This is an optimization exercise on Yosys and OpenROAD, whose aim is small area, a short achievable clock period and few clock cycles per item, not a production implementation.
At most, simulation tests tie the RTL to the original design; equivalence was not proved.
Power figures rest on the tool's default switching activity, not on a simulated workload.

build 7:
// gcode_block_parser_top
module gcode_block_parser_top #(
	parameter int AXIS_WORD_CHARS = 15,
	parameter int INT_WORD_DIGITS = 4
) (
	input  logic        clk,
	input  logic        arst_n,
	input  logic        cfg_we,
	input  logic [7:0]  cfg_wdata,
	input  logic        char_valid,
	input  logic [7:0]  char_in,
	output logic        char_ready,
	output logic        block_valid,
	input  logic        block_ready,
	output logic [13:0] block_number,
	output logic [1:0]  code_letter,
	output logic [6:0]  code_number,
	output logic [13:0] feed_value,
	output logic [13:0] repeat_count,
	output logic [31:0] x_milli,
	output logic [31:0] y_milli,
	output logic [31:0] z_milli,
	output logic [31:0] a_milli
);
clock: 8.0 ns
lec_check: 0
abc_area: 1
cap_margin: 20
core_margin: 2
core_utilization: 40
cts_buf_list: sky130_fd_sc_hd__clkbuf_16
cts_cluster_diameter: 120
cts_cluster_size: 20
place_density: 0.8
setup_slack_margin: 4.7
slew_margin: 20
standard.sh (not shown) runs the stock make flow with config.mk's settings and CLKGATE_MAP_FILE= SYNTH_SCRIPT=/design/flow/synth_recipe.tcl, a recipe that flattens the netlist after the stock synthesis.
==> flow/flow/run.sh <==
#!/bin/bash
set -euo pipefail
bash standard.sh "BUFFER_PORTS_ARGS=-buffer_cell sky130_fd_sc_hd__buf_1" finish > flow_make.log 2>&1
Testbench counts of build 7, summed over its fixed seeds: cycles 82,158, chars 82,147.
> inputs changed (build 7 -> build 69)
Settings: removing PLACE_DENSITY (formerly 0.8); setting GPL_ROUTABILITY_DRIVEN to 0 for the first time.
### Flow results
Cmp build 69 and build 7 / global-route usage / lower: build 7. Compared build 69 vs build 7, and routed wire length is up in build 69. Of build 69 and build 7, the higher internal power belongs to build 7. Number of standard cells in the layout, taps in and fillers out ended up 0.57% lower on build 69 than on build 7. Diff build 7 -> build 69: maximum net fanout on the critical path went up 26, share of total power in combinational logic went down 1.4 points.
Input changes introduced in build 66 (baseline for comparison: build 69):
Settings: SLEW_MARGIN now 5, was 20; GPL_ROUTABILITY_DRIVEN no longer set, was 0; CAP_MARGIN now 5, was 20; PLACE_DENSITY now 0.75, previously not set.
==> summary.txt <==
Changes observed in build 66 relative to build 69: portion of the clock cycle consumed by the worst path in the final layout rose 0.22 points, final standard cell area without fillers -73 um^2.
Setup slack: build 69 and build 66 compared, lower one is build 66
Sequential share of layout area: build 69 and build 66 compared, higher one is build 66
Build 66 finished all stages; the layout is clean.
Inputs modified between build 66 and build 71:
Settings: a change of CTS_CLUSTER_DIAMETER from 120 to 100; a change of SLEW_MARGIN from 5 to 20; a change of CAP_MARGIN from 5 to 20; a deleted PLACE_DENSITY that had been 0.75; a change of CTS_CLUSTER_SIZE from 20 to 16.
==> comparison <==
Build 71 reports a higher data required time at the worst endpoint than build 66 does. Of build 71 and build 66, the lower detailed-routing wirelength on met1 belongs to build 66. Build 66 leaves more setup margin than build 71. End point of the critical path: acc_q[25]$_DFFE_PP_ -> build 71, acc_q[18]$_DFFE_PP_ -> build 66.
--- input diff build 71..build 94 ---
Settings: SETUP_SLACK_MARGIN: 4.7 -> 4.8; CTS_CLUSTER_DIAMETER: 100 -> 120; CTS_CLUSTER_SIZE: 16 -> 20.
What build 94 reported for total length of routed met2 wires has to be multiplied by 0.939 to get the figure for build 71. Build 94: full flow OK, the timing, design-rule and antenna checks passed. Build 94 vs. build 71: combined global-route utilization of all metal layers about even; number of fillers in the final layout fell 3.0%; portion of total power attributed to sequential cells fell 1.2 points; data arrival time of the critical path about even.
#### Input delta (build 76 over build 94)
Settings: an added ABC_CLOCK_PERIOD_IN_PS of 2500; a change of SETUP_SLACK_MARGIN from 4.8 to 4.7.
--- outcome ---
Comparing build 76 and build 94, the higher final design utilization was measured on build 94.
Status: required time of the critical path parity (build 76, build 94)
Build 76 reports its critical-path cell with the highest stage delay as sky130_fd_sc_hd__fa_1 while build 94 reports sky130_fd_sc_hd__edfxtp_1.
A capturing element of the worst setup path of acc_q[21]$_DFFE_PP_ is what build 94 shows, while acc_q[25]$_DFFE_PP_ belongs to build 76.
| power | lower: build 76 |

---

## rev 12
gcode_block_parser_top, a different RTL version from the one above (not shown whole).
For scale: about 1700 cells after synthesis, about 200 I/O pins, ~14000 sq um of cells after synthesis.
Settings: LEC_CHECK=0, ABC_AREA=1, CAP_MARGIN=20, CORE_MARGIN=2, CORE_UTILIZATION=40, SETUP_SLACK_MARGIN=4.9, SLEW_MARGIN=20; clock period 8.0 ns.
Scripts as last shown in full above: flow/flow/run.sh
Testbench counts of rev 12, summed over its fixed seeds: cycles 82,158, chars 82,147.
Edits applied to the flow inputs when going from rev 12 to rev 13:
- setting CTS_CLUSTER_DIAMETER to 100 for the first time
- changing SETUP_SLACK_MARGIN from 4.9 to 4.7
- setting CTS_CLUSTER_SIZE to 14 for the first time
- setting CTS_BUF_LIST to sky130_fd_sc_hd__clkbuf_8 for the first time
- Rev 12 reached the end of the flow, and the finished layout is clean on the timing, design-rule and antenna checks.
- Rev 13 went all the way through synthesis, placement and routing and the layout is clean on timing, DRC and antenna.
- Between rev 13 and rev 12, the number of post-CTS setup repair buffers is higher for rev 12.
- When rev 13 is measured against rev 12, its total power turns out 0.81 mW lower.
- Part of the power in the clock network in rev 13 is 12 points lower than in rev 12

---

gcode_block_parser_top, a different RTL version from the one above (not shown whole).
Size: roughly 270 flip-flops, roughly 200 I/O pins, roughly 14000 sq um of cells after synthesis.
==> flow/config.mk <==
export PLATFORM = sky130hd
export DESIGN_NAME = gcode_block_parser_top
export DESIGN_NICKNAME = gcode_block_parser_top
export VERILOG_FILES = /design/flow/design.v
export SDC_FILE = /design/flow/constraint.sdc
export NUM_CORES = 4
export LEC_CHECK = 0
export ABC_AREA = 1
export CAP_MARGIN = 20
export CORE_MARGIN = 2
export CORE_UTILIZATION = 40
export SETUP_SLACK_MARGIN = 4.5
export SLEW_MARGIN = 20
==> flow/constraint.sdc <==
create_clock -name core_clock -period 8.0 [get_ports {clk}]
set_input_delay 1.6000 -clock core_clock [delete_from_list [all_inputs] [get_ports {clk}]]
set_output_delay 1.6000 -clock core_clock [all_outputs]
set_load 0.01 [all_outputs]
Scripts as last shown in full above: flow/flow/run.sh
The first run produced a clean layout.
Next try:
- SETUP_SLACK_MARGIN: 4.5 -> 4.7
After rerunning: Setup slack gets better by 100 ps. Maximum frequency rose by a few percent. Via count fell slightly. Wire length hardly moves. Final area rose slightly.
No functional check of the RTL was part of any run of this note.

-- what the ideal ports hide --
No port has a modelled driver above. Below, the same layouts with a new extraction and two added sets of constraints.
Step 1 sets driving cells, clkbuf_16 on the clock port and buf_2 on the other inputs (assumed; they add their load-dependent delay and slew).
Step 2 moves the port delays by t, midway between the first and last clock arrival at a register: inputs arrive t later, outputs are due t later. That takes back most of the time a late clock gives input paths.
Three values: ideal ports, drivers, drivers and shift; two values: the first two.
run	t (ns)	slack for setup (ns)	pins driven straight from the clock port
build 7	0.556	4.677 / 4.677 / 4.328	1
build 69	0.542	4.889 / 4.889 / 4.381	1
build 66	0.546	4.872 / 4.872 / 4.381	1
build 71	0.558	4.867 / 4.867 / 4.386	1
build 94	0.554	4.864 / 4.864 / 4.451	1
build 76	0.542	4.889 / 4.889 / 4.381	1
rev 12	0.631	4.885 / 4.885 / 4.478	1
rev 13	0.628	4.777 / 4.777 / 4.470	1
the first run of note 3	0.609	4.504 / 4.504 / 4.451	1
the second run of note 3	0.611	4.607 / 4.607 / 4.428	1
After both steps setup and hold are still met in every run listed.
